What follows belongs to an exercise in optimizing a design on an open flow for small area, a short achievable clock period and few clock cycles per item; a production flow would make more cautious choices.
In this exercise RTL edits were held to simulation tests only and were not proved equivalent to the original.
Power is estimated from default activity; no workload was simulated.

File: flow/config.mk
export PLATFORM = sky130hd
export DESIGN_NAME = multi_queue_urgent_front_deque
export DESIGN_NICKNAME = multi_queue_urgent_front_deque
export VERILOG_FILES = /design/flow/design.v
export SDC_FILE = /design/flow/constraint.sdc
export NUM_CORES = 4
export LEC_CHECK = 0
export CAP_MARGIN = 20
export CORE_MARGIN = 2
export CORE_UTILIZATION = 60
export CTS_CLUSTER_DIAMETER = 100
export CTS_CLUSTER_SIZE = 25
export SETUP_SLACK_MARGIN = 2.7
export SLEW_MARGIN = 45
export SYNTH_MEMORY_MAX_BITS = 8192
File: flow/constraint.sdc
create_clock -name core_clock -period 5.0 [get_ports {clock}]
set_input_delay 1.0000 -clock core_clock [delete_from_list [all_inputs] [get_ports {clock}]]
set_output_delay 1.0000 -clock core_clock [all_outputs]
set_load 0.01 [all_outputs]
File: flow/design.v
`timescale 1ns / 1ps
package qdq_pkg;
   localparam int NUM_QUEUES  = 32;
   localparam int QUEUE_DEPTH = 8;
   localparam int TAG_BITS    = 16;
   localparam int QADDR_BITS = (NUM_QUEUES > 1) ? $clog2(NUM_QUEUES) : 1;
   localparam int CNT_BITS   = $clog2(QUEUE_DEPTH + 1);
   localparam int QIDX_W   = 5;
   localparam int TAG_W    = 16;
   localparam int COUNT_W  = 4;
   localparam logic OP_ADD  = 1'b0;
   localparam logic OP_TAKE = 1'b1;
   typedef enum logic [1:0] {
      STAT_ADDED = 2'd0,
      STAT_FULL  = 2'd1,
      STAT_TAKEN = 2'd2,
      STAT_EMPTY = 2'd3
   } status_type;
   typedef struct packed {
      logic [TAG_BITS-1:0] tag;
      logic                urgent;
   } entry_type;
   localparam int ENTRY_BITS = TAG_BITS + 1;
   localparam int ROW_BITS   = QUEUE_DEPTH * ENTRY_BITS;
   typedef logic [ROW_BITS-1:0] row_type;
   typedef struct packed {
      row_type              row;
      logic [CNT_BITS-1:0]  count;
      logic                 write;
      status_type           status;
      entry_type            head;
   } update_type;
endpackage
`timescale 1ns / 1ps
module qdq_row_mem #(
   parameter int NG = 1
) (
   input  logic                                clock,
   input  logic [qdq_pkg::NUM_QUEUES-1:0]      qsel,
   input  logic [qdq_pkg::NUM_QUEUES-1:0]      wsel,
   input  logic [qdq_pkg::QUEUE_DEPTH-1:0]     slot_we,
   input  logic [NG*qdq_pkg::ENTRY_BITS-1:0]   wr_data,
   input  logic [qdq_pkg::QUEUE_DEPTH-1:0]     slot_rd,
   output logic [4*qdq_pkg::ENTRY_BITS-1:0]    rd_part
);
   localparam int NQ = qdq_pkg::NUM_QUEUES;
   localparam int ND = qdq_pkg::QUEUE_DEPTH;
   localparam int EW = qdq_pkg::ENTRY_BITS;
   logic [NQ*ND*EW-1:0] mem;
   logic [ND*EW-1:0]    col;
   logic [4*EW-1:0]     part;
   for (genvar q = 0; q < NQ; q++) begin : g_q
      for (genvar s = 0; s < ND; s++) begin : g_s
         always_ff @(posedge clock) begin
            if (wsel[q] && slot_we[s]) begin
               mem[(q*ND+s)*EW +: EW] <= wr_data[(q/(NQ/NG))*EW +: EW];
            end
         end
      end
   end
   always_comb begin
      col = '0;
      for (int s = 0; s < ND; s++) begin
         for (int q = 0; q < NQ; q++) begin
            col[s*EW +: EW] = col[s*EW +: EW] | ({EW{qsel[q]}} & mem[(q*ND+s)*EW +: EW]);
         end
      end
      part = '0;
      for (int s = 0; s < ND; s++) begin
         part[(s/(ND/4))*EW +: EW] = part[(s/(ND/4))*EW +: EW] | ({EW{slot_rd[s]}} & col[s*EW +: EW]);
      end
   end
   always_ff @(posedge clock) begin
      rd_part <= part;
   end
endmodule
`timescale 1ns / 1ps
module qdq_count_mem (
   input  logic                          clock,
   input  logic                          reset,
   input  logic [4:0]                    rd_addr,
   output logic [3:0]                    rd_cnt,
   output logic [2:0]                    rd_head,
   input  logic [qdq_pkg::NUM_QUEUES-1:0] wr_sel,
   input  logic [3:0]                    wr_cnt,
   input  logic [2:0]                    wr_head
);
   localparam int NQ = qdq_pkg::NUM_QUEUES;
   logic [3:0] cnt_ff  [NQ];
   logic [2:0] head_ff [NQ];
   for (genvar q = 0; q < NQ; q++) begin : g_q
      always_ff @(posedge clock) begin
         if (reset || wr_sel[q]) begin
            cnt_ff[q]  <= reset ? 4'd0 : wr_cnt;
            head_ff[q] <= reset ? 3'd0 : wr_head;
         end
      end
   end
   assign rd_cnt  = cnt_ff[rd_addr];
   assign rd_head = head_ff[rd_addr];
endmodule
`timescale 1ns / 1ps
module qdq_shift #(
   parameter int W = 23,
   parameter int N = 4
) (
   input  logic         clock,
   input  logic         reset,
   input  logic         in_valid,
   input  logic [W-1:0] in_data,
   input  logic         in_req,
   output logic         in_ready,
   output logic         acc,
   input  logic         out_ready,
   output logic         out_valid,
   output logic [W-1:0] out_data
);
   logic [W-1:0] d_ff [N];
   logic [N-1:0] v_ff;                  
   logic [N-1:0] owed_ff;               
   logic [N-1:0] v_next, owed_next;
   logic         empty_ff;              
   logic         ready_ff;              
   logic         pop;
   assign pop       = !empty_ff && out_ready;
   assign out_valid = v_ff[0];
   assign out_data  = d_ff[0];
   assign in_ready  = ready_ff;
   assign acc       = in_req && in_ready;
   always_comb begin
      if (pop && !in_valid)      v_next = v_ff >> 1;
      else if (!pop && in_valid) v_next = {v_ff[N-2:0], 1'b1};
      else                       v_next = v_ff;
      if (pop && !acc)           owed_next = owed_ff >> 1;
      else if (!pop && acc)      owed_next = {owed_ff[N-2:0], 1'b1};
      else                       owed_next = owed_ff;
   end
   always_ff @(posedge clock) begin
      if (reset) begin
         v_ff         <= '0;
         owed_ff      <= '0;
         empty_ff     <= 1'b1;
         ready_ff     <= 1'b1;
      end else begin
         v_ff         <= v_next;
         owed_ff      <= owed_next;
         empty_ff     <= !v_next[0];
         ready_ff     <= !owed_next[N-1];
      end
   end
   for (genvar i = 0; i < N; i++) begin : g_e
      always_ff @(posedge clock) begin
         if (pop) begin
            if (i + 1 < N && v_ff[(i + 1) % N]) d_ff[i] <= d_ff[(i + 1) % N];
            else                                d_ff[i] <= in_data;
         end else if (i == 0 ? empty_ff : !v_ff[i]) begin
            d_ff[i] <= in_data;
         end
      end
   end
endmodule
`timescale 1ns / 1ps
module multi_queue_urgent_front_deque (
   input  logic        clock,
   input  logic        reset,
   input  logic        req_tvalid,
   output logic        req_tready,
   input  logic [23:0] req_tdata,   
   input  logic        req_tuser,   
   output logic        rsp_tvalid,
   input  logic        rsp_tready,
   output logic [23:0] rsp_tdata,   
   output logic [1:0]  rsp_tuser    
);
   localparam int NQ = qdq_pkg::NUM_QUEUES;
   localparam int ND = qdq_pkg::QUEUE_DEPTH;
   localparam int EW = qdq_pkg::ENTRY_BITS;
   localparam int RW = EW + qdq_pkg::COUNT_W + 2;    
   localparam int NG = 4;                            
   logic          acc;
   logic [4:0]    qin;
   logic [3:0]    rd_cnt;
   logic [2:0]    rd_head;
   logic          va_ff;
   logic [4:0]    qia_ff;
   logic [NQ-1:0] qa_ff;        
   logic          takea_ff;
   logic          urga_ff;
   logic [EW-1:0] enta_ff;      
   logic [3:0]    cnta_ff;      
   logic [2:0]    heada_ff;
   logic [2:0]    taila_ff;     
   logic          fwdb_a_ff;    
   logic          fwdc_a_ff;    
   logic          vb_ff;
   logic [4:0]    qib_ff;
   logic [NQ-1:0] qb_ff;
   logic [NQ-1:0] qbw_ff;       
   logic [NG*EW-1:0] entb_ff;   
   logic [ND-1:0] slot_web_ff, slot_rdb_ff;
   logic [3:0]    cntb_ff;      
   logic [2:0]    headb_ff;     
   logic [2:0]    tailb_ff;     
   logic [1:0]    statusb_ff;
   logic          vc_ff;
   logic [3:0]    cntc_ff;
   logic [2:0]    headc_ff;
   logic [2:0]    tailc_ff;
   logic [1:0]    statusc_ff;
   assign qin = req_tdata[4:0];
   qdq_count_mem u_state (
      .clock    (clock),
      .reset    (reset),
      .rd_addr  (qin),
      .rd_cnt   (rd_cnt),
      .rd_head  (rd_head),
      .wr_sel   (qb_ff),
      .wr_cnt   (cntb_ff),
      .wr_head  (headb_ff)
   );
   always_ff @(posedge clock) begin
      if (reset) begin
         va_ff <= 1'b0;
         qa_ff <= '0;
      end else begin
         va_ff <= acc;
         qa_ff <= acc ? (NQ'(1) << qin) : '0;
      end
      qia_ff    <= qin;
      takea_ff  <= req_tuser;
      urga_ff   <= req_tdata[21];
      enta_ff   <= req_tdata[21:5];
      cnta_ff   <= rd_cnt;
      heada_ff  <= rd_head;
      taila_ff  <= rd_head + rd_cnt[2:0];
      fwdb_a_ff <= va_ff && (qia_ff == qin);
      fwdc_a_ff <= vb_ff && (qib_ff == qin);
   end
   logic [3:0]    cnt, cnt_new;
   logic [2:0]    head, head_new;
   logic [2:0]    tail, tail_new;
   logic [ND-1:0] slot_we, slot_rd;
   logic [1:0]    status;
   always_comb begin
      if (fwdb_a_ff) begin
         cnt  = cntb_ff;
         head = headb_ff;
         tail = tailb_ff;
      end else if (fwdc_a_ff) begin
         cnt  = cntc_ff;
         head = headc_ff;
         tail = tailc_ff;
      end else begin
         cnt  = cnta_ff;
         head = heada_ff;
         tail = taila_ff;
      end
   end
   qdq_shift_ctl u_ctl (
      .take     (takea_ff),
      .urgent   (urga_ff),
      .cnt      (cnt),
      .head     (head),
      .tail     (tail),
      .cnt_new  (cnt_new),
      .head_new (head_new),
      .tail_new (tail_new),
      .slot_we  (slot_we),
      .slot_rd  (slot_rd),
      .status   (status)
   );
   always_ff @(posedge clock) begin
      if (reset) begin
         vb_ff  <= 1'b0;
         qb_ff  <= '0;
         qbw_ff <= '0;
      end else begin
         vb_ff  <= va_ff;
         qb_ff  <= qa_ff;
         qbw_ff <= (|slot_we) ? qa_ff : '0;
      end
      qib_ff      <= qia_ff;
      slot_web_ff <= slot_we;
      slot_rdb_ff <= slot_rd;
      cntb_ff     <= cnt_new;
      headb_ff    <= head_new;
      tailb_ff    <= tail_new;
      statusb_ff  <= status;
   end
   for (genvar g = 0; g < NG; g++) begin : g_wd
      always_ff @(posedge clock) begin
         if (|qa_ff[g*(NQ/NG) +: NQ/NG]) entb_ff[g*EW +: EW] <= enta_ff;
      end
   end
   logic [4*EW-1:0] rd_part;
   qdq_row_mem #(.NG(NG)) u_store (
      .clock    (clock),
      .qsel     (qb_ff),
      .wsel     (qbw_ff),
      .slot_we  (slot_web_ff),
      .wr_data  (entb_ff),
      .slot_rd  (slot_rdb_ff),
      .rd_part  (rd_part)
   );
   always_ff @(posedge clock) begin
      if (reset) vc_ff <= 1'b0;
      else       vc_ff <= vb_ff;
      cntc_ff    <= cntb_ff;
      headc_ff   <= headb_ff;
      tailc_ff   <= tailb_ff;
      statusc_ff <= statusb_ff;
   end
   qdq_shift #(.W(RW), .N(5)) u_out (
      .clock    (clock),
      .reset    (reset),
      .in_valid (vc_ff),
      .in_data  ({statusc_ff, cntc_ff, rd_part[3*EW +: EW] | rd_part[2*EW +: EW] | rd_part[EW +: EW] | rd_part[0 +: EW]}),
      .in_req   (req_tvalid),
      .in_ready (req_tready),
      .acc      (acc),
      .out_ready(rsp_tready),
      .out_valid(rsp_tvalid),
      .out_data ({rsp_tuser, rsp_tdata[20:0]})
   );
   assign rsp_tdata[23:21] = 3'b000;
endmodule
module qdq_shift_ctl (
   input  logic       take,
   input  logic       urgent,
   input  logic [3:0] cnt,
   input  logic [2:0] head,
   input  logic [2:0] tail,
   output logic [3:0] cnt_new,
   output logic [2:0] head_new,
   output logic [2:0] tail_new,
   output logic [7:0] slot_we,
   output logic [7:0] slot_rd,
   output logic [1:0] status
);
   logic       full, empty;
   logic       do_add, do_take;
   logic [2:0] head_m1, head_p1, widx;
   always_comb begin
      full    = cnt[3];
      empty   = (cnt == 4'd0);
      do_add  = !take && !full;
      do_take = take && !empty;
      head_m1 = head - 3'd1;
      head_p1 = head + 3'd1;
      widx    = urgent ? head_m1 : tail;
      for (int s = 0; s < 8; s++) begin
         slot_we[s] = do_add && (widx == 3'(s));
         slot_rd[s] = do_take && (head == 3'(s));
      end
      if (do_add)       cnt_new = cnt + 4'd1;
      else if (do_take) cnt_new = cnt - 4'd1;
      else              cnt_new = cnt;
      if (do_add && !urgent) tail_new = tail + 3'd1;
      else                   tail_new = tail;
      if (do_add && urgent) head_new = head_m1;
      else if (do_take)     head_new = head_p1;
      else                  head_new = head;
      if (take) status = empty ? qdq_pkg::STAT_EMPTY : qdq_pkg::STAT_TAKEN;
      else      status = full  ? qdq_pkg::STAT_FULL  : qdq_pkg::STAT_ADDED;
   end
endmodule
File: flow/run.sh
#!/bin/bash
# synth_recipe.tcl (not shown) runs the flow's synth.tcl, then flattens the netlist and writes it again
# the make line also repeats each setting of config.mk as NAME=value (left out here)
make -C /OpenROAD-flow-scripts/flow DESIGN_CONFIG=/design/flow/config.mk WORK_HOME=/design/flow/orfs CLKGATE_MAP_FILE= SYNTH_SCRIPT=/design/flow/synth_recipe.tcl finish
==> run notes <==
- CTS Hold Buffers Added: 0
- Core Rows: 200
- Pleak: 0.06450 uW
- Worst path depth: 1
- DIE WIDTH: 549.0 um
- Total GRT Usage: 49.77%
- Required @ worst endpoint: 4.00 ns
- Slew headroom: a little under 30%
- Cell Chain, Critical Path: buf_2
- Reg2Reg Setup Slack: 2.42 ns
- Fmax: roughly 0.38 GHz
- DR pass1 iterations: 14
- Drc violations: 0
- CTS tree: built
- Fin nets: 10,470
- # IOs: 57
- Crit. End Element: output port
- Worst Path Buf+Inv: 1
- Area grow syn2layout: 12.96%
- Cell accounting for the most synthesized area: edfxtp_1
- Most common cell in the netlist: edfxtp_1
- Max cap viols: 0
- Yosys top cell area share: 78.65%
- Grt total ovfl: 0
- DR vias: 119,300
- Die H: 549.0 um
- Synthesized cell area: 178,200 um2
- Drt total wl: 779.3 mm
- Largest net degree at the start of global routing: 65
- Netlist cell types: 67
- Post-DP HPWL: about 420 mm
- Min Tclk post-route: 2.619 ns
- H-tree levels: 4
- Clk latency of the worst-skew pair: ~1 ns
- Initial antenna violation count: 107
- Fin Clk Skew: 0.04883 ns
- TNS Setup: 0 ns
- CP Launch Point: u_out.d_ff[0][4]
- Mean Syn Cell Area: 18.32 um2
- Max stage delay on crit path: roughly 0.46 ns
- DRT iter0 DRCs: 31,030
- Critical-path top delay cell: edfxtp_1
- Final cell utilization of the core: 67.94%
- Core area: 296,300 um2
- Die area: 301,400 um2
- SO Viols: antenna violations
- Sequential share of the synthesized area: just over 80%
- Worst reg2reg path depth: 3
- Wire per inst: roughly 53 um
- Worst vdd ir: 0.3449 mV
- Final Wtd Congestion: 0.9707
- Setup CP Type: reg -> out
- Post-synth top cells: edfxtp_1 (4,667), a22oi_1 (1,973), clkbuf_1 (499)
- Worst-path clk slew: 0.10 ns
- R2R Path End: u_store.mem[3334]
- Pwr/cell area: ~350 nW/um2
- Fin area: between 200,000 and 250,000 um2
- Main area contributors after synthesis: edfxtp_1 (79%), a22oi_1 (8.3%), dfxtp_1 (3.9%)
- Initial Util: between 60% and 70%
- Dominant synthesized flop cell: edfxtp_1
- Outcome: finished with violations
- WHS: 0.2007 ns
- Warnings, synthesis: 8
- Worst flop-to-flop path startpoint: qbw_ff[24]
- CP Capture Point: rsp_tdata[4]
- Clock Path Buffers: 4
- Flops & latches, synth: 5,018
- Crit path max-delay family: flip-flops
- Post-DRT Antenna Nets: 1
- Total clock buffers created by CTS: ~220
- Cell count after synthesis: 9,729
- Vias in the first global route: roughly 110k
- Max-slew violation count: 0
- Root buffer cell: clkbuf_16
- Type of the most critical hold path: in -> reg
- CP arrival: 1.62 ns
- CTS Sinks: roughly 5,000
- Asr flop ratio synth: 0%
- Number of synthesized flops with an enable pin: 4,667
- CP max FO: 1
- Fin crit share: 52.38%
- Crit start category: flop
- Vias/cell: between 8 and 9
- Worst Max-Slew Pin Slew: 1.057 ns
- Post-DP Area: 188,400 um2
- Proportion of layout cells with a drive suffix above 1: around 16%
- RSZ-0062 raised after global routing: yes
- First-pass GRT wire length: 983.0 mm
- Final Hold Vio Count: 0
- IO Port Bufs: 51
- Final Setup Violations: 0
## worst register-to-register path, delay by kind of cell (launching register included)
kind / cells / cell delay [ns]
buffers and inverters: 2 / 0.83
AND/OR/NAND/NOR: 1 / 0.58
flip-flops: 1 / 0.84
## through the flow
stage / power (uW) / setup slack, ns / instances
3_3_place_gp: 49470 / 0.4105 / 13800
6_report: 70260 / 2.381 / 14630
3_5_place_dp: 49580 / 0.3658 / 13830
2_1_floorplan: 48210 / 1.771 / 9731
4_1_cts: 69700 / 2.370 / 14360
5_1_grt: 71310 / 2.372 / 14530
## cell usage in the layout (no fill, tap or decap), types with 110 or more instances in the layout
cell type,Yosys,layout
nand3_1,147,137
a22o_1,144,143
and2_1,291,270
buf_4,8,744
a22oi_1,1973,1932
nand4_1,419,419
buf_12,0,110
edfxtp_1,4667,4667
clkbuf_1,499,123
nor2_1,147,119
clkbuf_16,0,255
diode_2,0,134
nand2_1,158,144
dfxtp_1,351,296
a221oi_1,144,111
## area by class of cell
type,count,area (um2)
Fill cell,19430,95000
Inverter,21,78.83
Multi-Input combinational cell,4092,30910
Sequential cell,5018,147300
Clock buffer,350,6142
Clock inverter,6,81.33
Antenna cell,134,335.3
Timing Repair Buffer,1071,11480
Tap cell,3939,4928
## per-layer routing
layer,global-route usage (%),vias to the layer above,share of wire (%)
li1,-,41790,-
met1,65.77,59850,32
met2,68.80,14630,41
met3,20.75,2985,19
met4,30.65,36,8.0
met5,0.04748,-,0.11
## power by group
group	switching [uW]	internal (uW)
Combinational	1650	625
Sequential	497	46200
Clock	12800	8510
## flip-flops by register name (all words and copies together) (netlist names), 5 cells and up
signal           cells
enta_ff             16
entb_ff             68
qa_ff               32
qb_ff               32
qbw_ff              32
qia_ff               5
qib_ff               5
slot_rdb_ff          8
slot_web_ff          8
u_out.d_ff         115
u_out.owed_ff        5
u_out.v_ff           5
u_state.cnt_ff     128
u_state.head_ff     96
u_store.mem       4352
u_store.rd_part     68
## kinds of logic after synthesis
group	after synthesis	share of synthesized area (%)
flops	5018	82.59
simple gates	1385	4.339
mux	86	0.4929
xor+xnor	18	0.09269
compound gates	2584	11.02
buf+inv	621	1.339
fa+ha+maj	16	0.1166
other cells	1	0.002105
## what timing repair did
action / in CTS / in global routing
pin swaps: 59 / 124
cloned: 17 / 29
resized for setup: 371 / 234
buffers inserted: 154 / 105
endpoints found under the setup margin: 169 / 129
## worst min path at each step
stage / start / end / slack (ns) / cells past startpoint
after floorplan: statusb_ff[0] / statusc_ff[0] / 0.31 / 0
after global placement: statusb_ff[1] / statusc_ff[1] / 0.31 / 0
after detailed placement: statusb_ff[1] / statusc_ff[1] / 0.31 / 0
after CTS: req_tdata[0] / qia_ff[0] / 0.20 / 1
after global routing: req_tdata[1] / qia_ff[1] / 0.20 / 1
final: req_tdata[1] / qia_ff[1] / 0.20 / 1
Testbench counts, summed over its fixed seeds: cycles 16,032, items 16,000.

==> port drivers added, routing unchanged <==
The results above use ideal ports. As a check the final layout listed here was re-extracted and re-timed, cells and wires unchanged. Step 1 sets driving cells, clkbuf_16 on the clock port and buf_2 on the other inputs (assumed; they add their load-dependent delay and slew). Step 2 adds t to the input delays and takes it off the output delays; t is the mean of the earliest and latest rising clock arrival at the registers after step 1. Input paths then give back, and output paths get back, about the clock's delay inside the block. a / b / c = no drivers / after step 1 / after step 2; a / b = the first two.
t (ns): 1.101
setup slack, ns: 2.381 / 2.269 / 1.450
pins driven straight from the clock port: 1
The setup slack of this run moves by -0.112 ns with the drivers and by -0.931 ns with both steps.
